Background: an optimization exercise with open tools, aiming at small area, a short achievable clock period and few clock cycles. Do not read the settings as production practice. RTL that was checked went through simulation tests only; none was proved equivalent to the original.

==> flow/design.v (excerpt) <==
module qsim_top #(
  parameter int MAX_QUBITS = 4,
  parameter int MAX_GATES  = 4,
  localparam int MAX_N = 2 ** MAX_QUBITS,
  localparam int IN_AW = $clog2(MAX_N + 1),
  localparam int GT_AW = $clog2(MAX_GATES * MAX_N * MAX_N),
  localparam int SP_AW = MAX_QUBITS + 1
) (
  input  logic                  clk,
  input  logic                  reset_n,
  input  logic                  dut_valid,
  output logic                  dut_ready,
  output logic [IN_AW-1:0]      q_state_input_sram_read_address,
  input  qsim_pkg::word_t       q_state_input_sram_read_data,
  output logic [GT_AW-1:0]      q_gates_sram_read_address,
  input  qsim_pkg::word_t       q_gates_sram_read_data,
  output logic [SP_AW-1:0]      scratchpad_sram_read_address,
  input  qsim_pkg::word_t       scratchpad_sram_read_data,
  output logic                  scratchpad_sram_write_enable,
  output logic [SP_AW-1:0]      scratchpad_sram_write_address,
  output qsim_pkg::word_t       scratchpad_sram_write_data,
  output logic                  q_state_output_sram_write_enable,
  output logic [MAX_QUBITS-1:0] q_state_output_sram_write_address,
  output qsim_pkg::word_t       q_state_output_sram_write_data
);
For scale: roughly 200 I/O pins, about 39000 µm² of cells after synthesis.
==> module qsim_ctrl, before the edit <==
module qsim_ctrl #(
  parameter int MAX_QUBITS = 4,
  parameter int MAX_GATES  = 4,
  localparam int MAX_N = 2 ** MAX_QUBITS,
  localparam int IN_AW = $clog2(MAX_N + 1),
  localparam int GT_AW = $clog2(MAX_GATES * MAX_N * MAX_N),
  localparam int SP_AW = MAX_QUBITS + 1
) (
  input  logic                  clk,
  input  logic                  reset_n,
  input  logic                  dut_valid,
  output logic                  dut_ready,
  output logic [IN_AW-1:0]      q_state_input_sram_read_address,
  input  qsim_pkg::word_t       q_state_input_sram_read_data,
  output logic [GT_AW-1:0]      q_gates_sram_read_address,
  output logic [SP_AW-1:0]      scratchpad_sram_read_address,
  output logic [MAX_QUBITS-1:0] n_m1,
  output logic [2:0]            m_reg,
  output logic                  use_in,
  output logic                  use_in_n,
  output logic [3:0]            acc_first,
  output logic                  row_done,
  input  logic                  job_done
);
  logic                  busy;
  logic                  hdr;
  logic [2:0]            q_reg;
  logic [MAX_QUBITS-1:0] col;
  logic [MAX_QUBITS-1:0] row;
  logic [2:0]            gate;
  logic [2:0]            stall;
  logic                  start;
  logic                  issue;
  logic                  row_end;
  logic                  gate_end;
  logic                  last_gate;
  logic                  first_t;
  logic [MAX_QUBITS-1:0] col_nx;
  logic [2:0]            gate_nx;
  logic [1:0]            f_p;
  logic [1:0]            f_n;
  logic [3:0]            f_o;
  logic [3:0]            last_d;
  assign n_m1 = ~({MAX_QUBITS{1'b1}} << q_reg);
  assign start     = dut_ready && dut_valid;
  assign issue     = busy && (stall == '0);
  assign row_end   = (col == n_m1) && !hdr;
  assign gate_end  = row_end && (row == n_m1);
  assign last_gate = (gate == m_reg - 1'b1);
  assign first_t   = issue && (col == '0);
  assign col_nx  = row_end ? '0 : col + 1'b1;
  assign gate_nx = gate_end ? gate + 1'b1 : gate;
  always_ff @(posedge clk or negedge reset_n)
  begin
    if (!reset_n)
    begin
      dut_ready                       <= 1'b1;
      busy                            <= 1'b0;
      hdr                             <= 1'b0;
      q_reg                           <= '0;
      m_reg                           <= '0;
      col                             <= '0;
      row                             <= '0;
      gate                            <= '0;
      stall                           <= '0;
      q_state_input_sram_read_address <= '0;
      q_gates_sram_read_address       <= '0;
      scratchpad_sram_read_address    <= '0;
      use_in                          <= 1'b0;
      use_in_n                        <= 1'b1;
      f_p                             <= '0;
      f_n                             <= '1;
      f_o                             <= 4'b1010;
      last_d                          <= '0;
    end
    else
    begin
      f_p    <= {f_p[0], first_t};
      f_n    <= {f_n[0], ~first_t};
      f_o    <= {~f_p[1], f_p[1], f_n[1], ~f_n[1]};
      last_d <= {last_d[2:0], issue && row_end};
      use_in   <= (gate == '0);
      use_in_n <= (gate != '0);
      if (job_done)
        dut_ready <= 1'b1;
      if (hdr)
      begin
        q_reg <= q_state_input_sram_read_data[qsim_pkg::WORD_W/2 +: 3];
        m_reg <= q_state_input_sram_read_data[0 +: 3];
      end
      if (start)
      begin
        dut_ready                          <= 1'b0;
        busy                               <= 1'b1;
        hdr                                <= 1'b1;
        q_state_input_sram_read_address[0] <= 1'b1;
      end
      else if (issue)
      begin
        hdr <= 1'b0;
        col <= col_nx;
        if (row_end)
          row <= gate_end ? '0 : row + 1'b1;
        gate <= gate_nx;
        q_gates_sram_read_address       <= q_gates_sram_read_address + 1'b1;
        q_state_input_sram_read_address <= IN_AW'(col_nx) + IN_AW'(1);
        scratchpad_sram_read_address    <= {~gate_nx[0], col_nx};
        if (gate_end)
        begin
          if (last_gate)
          begin
            busy                            <= 1'b0;
            gate                            <= '0;
            q_state_input_sram_read_address <= '0;
            q_gates_sram_read_address       <= '0;
          end
          else
          begin
            stall <= (n_m1 == 4'd1) ? 3'd4 : (n_m1 == 4'd3) ? 3'd2 : 3'd0;
          end
        end
      end
      else if (busy)
      begin
        stall <= stall - 1'b1;
      end
    end
  end
  assign acc_first = {~f_o[3], f_o[2], ~f_o[1], f_o[0]};
  assign row_done  = last_d[3];
endmodule
==> module amp_writer, before the edit <==
module amp_writer #(
  parameter int MAX_QUBITS = 4,
  parameter int SPLIT      = 18,
  localparam int SP_AW = MAX_QUBITS + 1,
  localparam int AW    = qsim_pkg::ACC_W
) (
  input  logic                  clk,
  input  logic                  reset_n,
  input  logic [MAX_QUBITS-1:0] n_m1,
  input  logic [2:0]            m_reg,
  input  logic [AW-SPLIT-1:0]   real_hi,
  input  logic [SPLIT-1:0]      real_lo,
  input  logic                  real_cy,
  input  logic [AW-SPLIT-1:0]   imag_hi,
  input  logic [SPLIT-1:0]      imag_lo,
  input  logic                  imag_cy,
  input  logic                  row_done,
  output logic                  job_done,
  output logic                  scratchpad_sram_write_enable,
  output logic [SP_AW-1:0]      scratchpad_sram_write_address,
  output qsim_pkg::word_t       scratchpad_sram_write_data,
  output logic                  q_state_output_sram_write_enable,
  output logic [MAX_QUBITS-1:0] q_state_output_sram_write_address,
  output qsim_pkg::word_t       q_state_output_sram_write_data
);
  localparam int SH = qsim_pkg::FRAC_BITS;
  logic [MAX_QUBITS-1:0] wr_row;
  logic [2:0]            wr_gate;
  logic                  wr_last_gate;
  logic                  wr_row_end;
  logic [SP_AW-1:0]      addr_q;
  qsim_pkg::word_t       word_q;
  logic [AW-1:0]         real_sum;
  logic [AW-1:0]         imag_sum;
  assign real_sum = {real_hi + (AW-SPLIT)'(real_cy), real_lo};
  assign imag_sum = {imag_hi + (AW-SPLIT)'(imag_cy), imag_lo};
  function automatic logic [15:0] saturate(input logic [AW-1:0] v);
    if (v[AW-1:SH+15] == '0 || v[AW-1:SH+15] == '1)
      saturate = v[SH+15:SH];
    else
      saturate = v[AW-1] ? 16'h8000 : 16'h7fff;
  endfunction
  assign wr_last_gate = (wr_gate == m_reg - 1'b1);
  assign wr_row_end   = (wr_row == n_m1);
  always_ff @(posedge clk or negedge reset_n)
  begin
    if (!reset_n)
    begin
      wr_row                           <= '0;
      wr_gate                          <= '0;
      job_done                         <= 1'b0;
      scratchpad_sram_write_enable     <= 1'b0;
      q_state_output_sram_write_enable <= 1'b0;
    end
    else
    begin
      scratchpad_sram_write_enable     <= row_done && !wr_last_gate;
      q_state_output_sram_write_enable <= row_done && wr_last_gate;
      job_done                         <= row_done && wr_last_gate && wr_row_end;
      if (row_done)
      begin
        wr_row <= wr_row_end ? '0 : wr_row + 1'b1;
        if (wr_row_end)
          wr_gate <= wr_last_gate ? '0 : wr_gate + 1'b1;
      end
    end
  end
  always_ff @(posedge clk)
  begin
    addr_q <= {wr_gate[0], wr_row};
    word_q <= {saturate(real_sum), saturate(imag_sum)};
  end
  assign scratchpad_sram_write_address     = addr_q;
  assign scratchpad_sram_write_data        = word_q;
  assign q_state_output_sram_write_address = addr_q[MAX_QUBITS-1:0];
  assign q_state_output_sram_write_data    = word_q;
endmodule
Settings: LEC_CHECK=0, CAP_MARGIN=20, CORE_MARGIN=2, CORE_UTILIZATION=60, SLEW_MARGIN=20; clock period 12.0 ns.
standard.sh (not shown) runs the stock make flow with config.mk's settings and CLKGATE_MAP_FILE= SYNTH_SCRIPT=/design/flow/synth_recipe.tcl, a recipe that flattens the netlist after the stock synthesis.
==> flow/flow/run.sh <==
#!/bin/bash
# Own layout flow: the standard ORFS flow (standard.sh) at the design's
# clock period and constraints, with these changes in how the layout is made:
#  * after the standard synthesis, flow/fa_polarity.py removes inverters
#    between full-adder cells (a full adder with all inputs and outputs
#    complemented is the same cell); registers are untouched;
#  * timing repair aims for SETUP_SLACK_MARGIN ns of setup slack, worst path
#    only (TNS_END_PERCENT 0), so the resizer works on the paths that set the
#    achieved period;
#  * port buffers are buf_2 instead of the default pick;
#  * clock tree synthesis adds no dummy loads.
# Each step's full output goes to its own log file in this folder.
set -euo pipefail

export SETUP_SLACK_MARGIN=${SETUP_SLACK_MARGIN:-8.5}
export TNS_END_PERCENT=0
export BUFFER_PORTS_ARGS="-buffer_cell sky130_fd_sc_hd__buf_2"
export CTS_ARGS="-sink_clustering_enable -repair_clock_nets -dont_use_dummy_load"

RES=$(pwd)/orfs/results/$FLOW_PLATFORM/qsim_top/base

bash standard.sh "$RES/1_2_yosys.v" > log_synth.txt 2>&1
cp "$RES/1_2_yosys.v" 1_2_yosys_standard.v
python3 flow/fa_polarity.py 1_2_yosys_standard.v "$RES/1_2_yosys.v" > log_fa_polarity.txt 2>&1
bash standard.sh synth > log_synth_odb.txt 2>&1
bash standard.sh floorplan > log_floorplan.txt 2>&1
bash standard.sh place > log_place.txt 2>&1
bash standard.sh cts > log_cts.txt 2>&1
bash standard.sh route > log_route.txt 2>&1
bash standard.sh finish > log_finish.txt 2>&1
test -s out/final.def
Other scripts of this flow, unchanged in this note and not shown: flow/flow/fa_polarity.py
Testbench counts at the start, summed over its fixed seeds: cycles 68,716.
Rerun with:
--- a/flow/design.v
+++ b/flow/design.v
@@ -35,4 +35,6 @@
 );
   logic                  busy;
+  logic                  job_active;
+  logic                  job_active_nx;
   logic                  hdr;
   logic [2:0]            q_reg;
@@ -54,5 +56,6 @@
   logic [3:0]            last_d;
   assign n_m1 = ~({MAX_QUBITS{1'b1}} << q_reg);
-  assign start     = dut_ready && dut_valid;
+  assign start     = dut_ready && dut_valid && reset_n;
+  assign job_active_nx = (job_active || start) && !job_done;
   assign issue     = busy && (stall == '0);
   assign row_end   = (col == n_m1) && !hdr;
@@ -66,5 +69,5 @@
     if (!reset_n)
     begin
-      dut_ready                       <= 1'b1;
+      job_active                      <= 1'b0;
       busy                            <= 1'b0;
       hdr                             <= 1'b0;
@@ -75,7 +78,4 @@
       gate                            <= '0;
       stall                           <= '0;
-      q_state_input_sram_read_address <= '0;
-      q_gates_sram_read_address       <= '0;
-      scratchpad_sram_read_address    <= '0;
       use_in                          <= 1'b0;
       use_in_n                        <= 1'b1;
@@ -93,6 +93,5 @@
       use_in   <= (gate == '0);
       use_in_n <= (gate != '0);
-      if (job_done)
-        dut_ready <= 1'b1;
+      job_active <= job_active_nx;
       if (hdr)
       begin
@@ -102,8 +101,6 @@
       if (start)
       begin
-        dut_ready                          <= 1'b0;
-        busy                               <= 1'b1;
-        hdr                                <= 1'b1;
-        q_state_input_sram_read_address[0] <= 1'b1;
+        busy <= 1'b1;
+        hdr  <= 1'b1;
       end
       else if (issue)
@@ -114,15 +111,10 @@
           row <= gate_end ? '0 : row + 1'b1;
         gate <= gate_nx;
-        q_gates_sram_read_address       <= q_gates_sram_read_address + 1'b1;
-        q_state_input_sram_read_address <= IN_AW'(col_nx) + IN_AW'(1);
-        scratchpad_sram_read_address    <= {~gate_nx[0], col_nx};
         if (gate_end)
         begin
           if (last_gate)
           begin
-            busy                            <= 1'b0;
-            gate                            <= '0;
-            q_state_input_sram_read_address <= '0;
-            q_gates_sram_read_address       <= '0;
+            busy <= 1'b0;
+            gate <= '0;
           end
           else
@@ -138,4 +130,29 @@
     end
   end
+  always_ff @(posedge clk)
+  begin
+    dut_ready <= !job_active_nx;
+    if (start)
+    begin
+      q_state_input_sram_read_address <= IN_AW'(1);
+      q_gates_sram_read_address       <= '0;
+    end
+    else if (issue)
+    begin
+      q_gates_sram_read_address       <= q_gates_sram_read_address + 1'b1;
+      q_state_input_sram_read_address <= IN_AW'(col_nx) + IN_AW'(1);
+      scratchpad_sram_read_address    <= {~gate_nx[0], col_nx};
+      if (gate_end && last_gate)
+      begin
+        q_state_input_sram_read_address <= '0;
+        q_gates_sram_read_address       <= '0;
+      end
+    end
+    else if (!busy)
+    begin
+      q_state_input_sram_read_address <= '0;
+      q_gates_sram_read_address       <= '0;
+    end
+  end
   assign acc_first = {~f_o[3], f_o[2], ~f_o[1], f_o[0]};
   assign row_done  = last_d[3];
@@ -4081,11 +4098,7 @@
       wr_gate                          <= '0;
       job_done                         <= 1'b0;
-      scratchpad_sram_write_enable     <= 1'b0;
-      q_state_output_sram_write_enable <= 1'b0;
     end
     else
     begin
-      scratchpad_sram_write_enable     <= row_done && !wr_last_gate;
-      q_state_output_sram_write_enable <= row_done && wr_last_gate;
       job_done                         <= row_done && wr_last_gate && wr_row_end;
       if (row_done)
@@ -4099,4 +4112,6 @@
   always_ff @(posedge clk)
   begin
+    scratchpad_sram_write_enable     <= row_done && !wr_last_gate;
+    q_state_output_sram_write_enable <= row_done && wr_last_gate;
     addr_q <= {wr_gate[0], wr_row};
     word_q <= {saturate(real_sum), saturate(imag_sum)};
Outcome:
- clock skew grows by 0.014 ns
- die area barely changes
- area after synthesis hardly moves
- routed wire length climbs by 1.1%
- fmax climbs by 0.91%
Only the layout flow was run in the second run of this note; the RTL was not checked for function there.

what the ideal ports hide:
Ports are ideal in the flow. The routed layouts listed here were re-timed in OpenROAD.
Step 1 (the two cells are an assumption about what drives the block):
set clk [get_ports {clk}]
set_driving_cell -lib_cell sky130_fd_sc_hd__clkbuf_16 $clk
set_driving_cell -lib_cell sky130_fd_sc_hd__buf_2 [delete_from_list [all_inputs] $clk]
Step 2 also shifts input and output timing later by t, the mid clock arrival at the registers, as if the neighbouring blocks saw the same clock.
Three values: no drivers, after step 1, after step 2; two values: the first two.
run	t (ns)	setup WS [ns]	hold slack, ns	latest minus earliest clock arrival (ns)	worst data-port slew with drivers (ns)
the first run	0.677	8.318 / 8.251 / 8.041	0.344 / 0.344 / 0.344	0.072 / 0.073	0.16
the second run	0.680	8.352 / 8.293 / 7.908	0.350 / 0.350 / 0.350	0.086 / 0.085	0.11
After both steps every run listed still meets setup and hold. The setup slack of the second run, which loses most, moves by -0.059 ns with the drivers and by -0.444 ns with both steps.
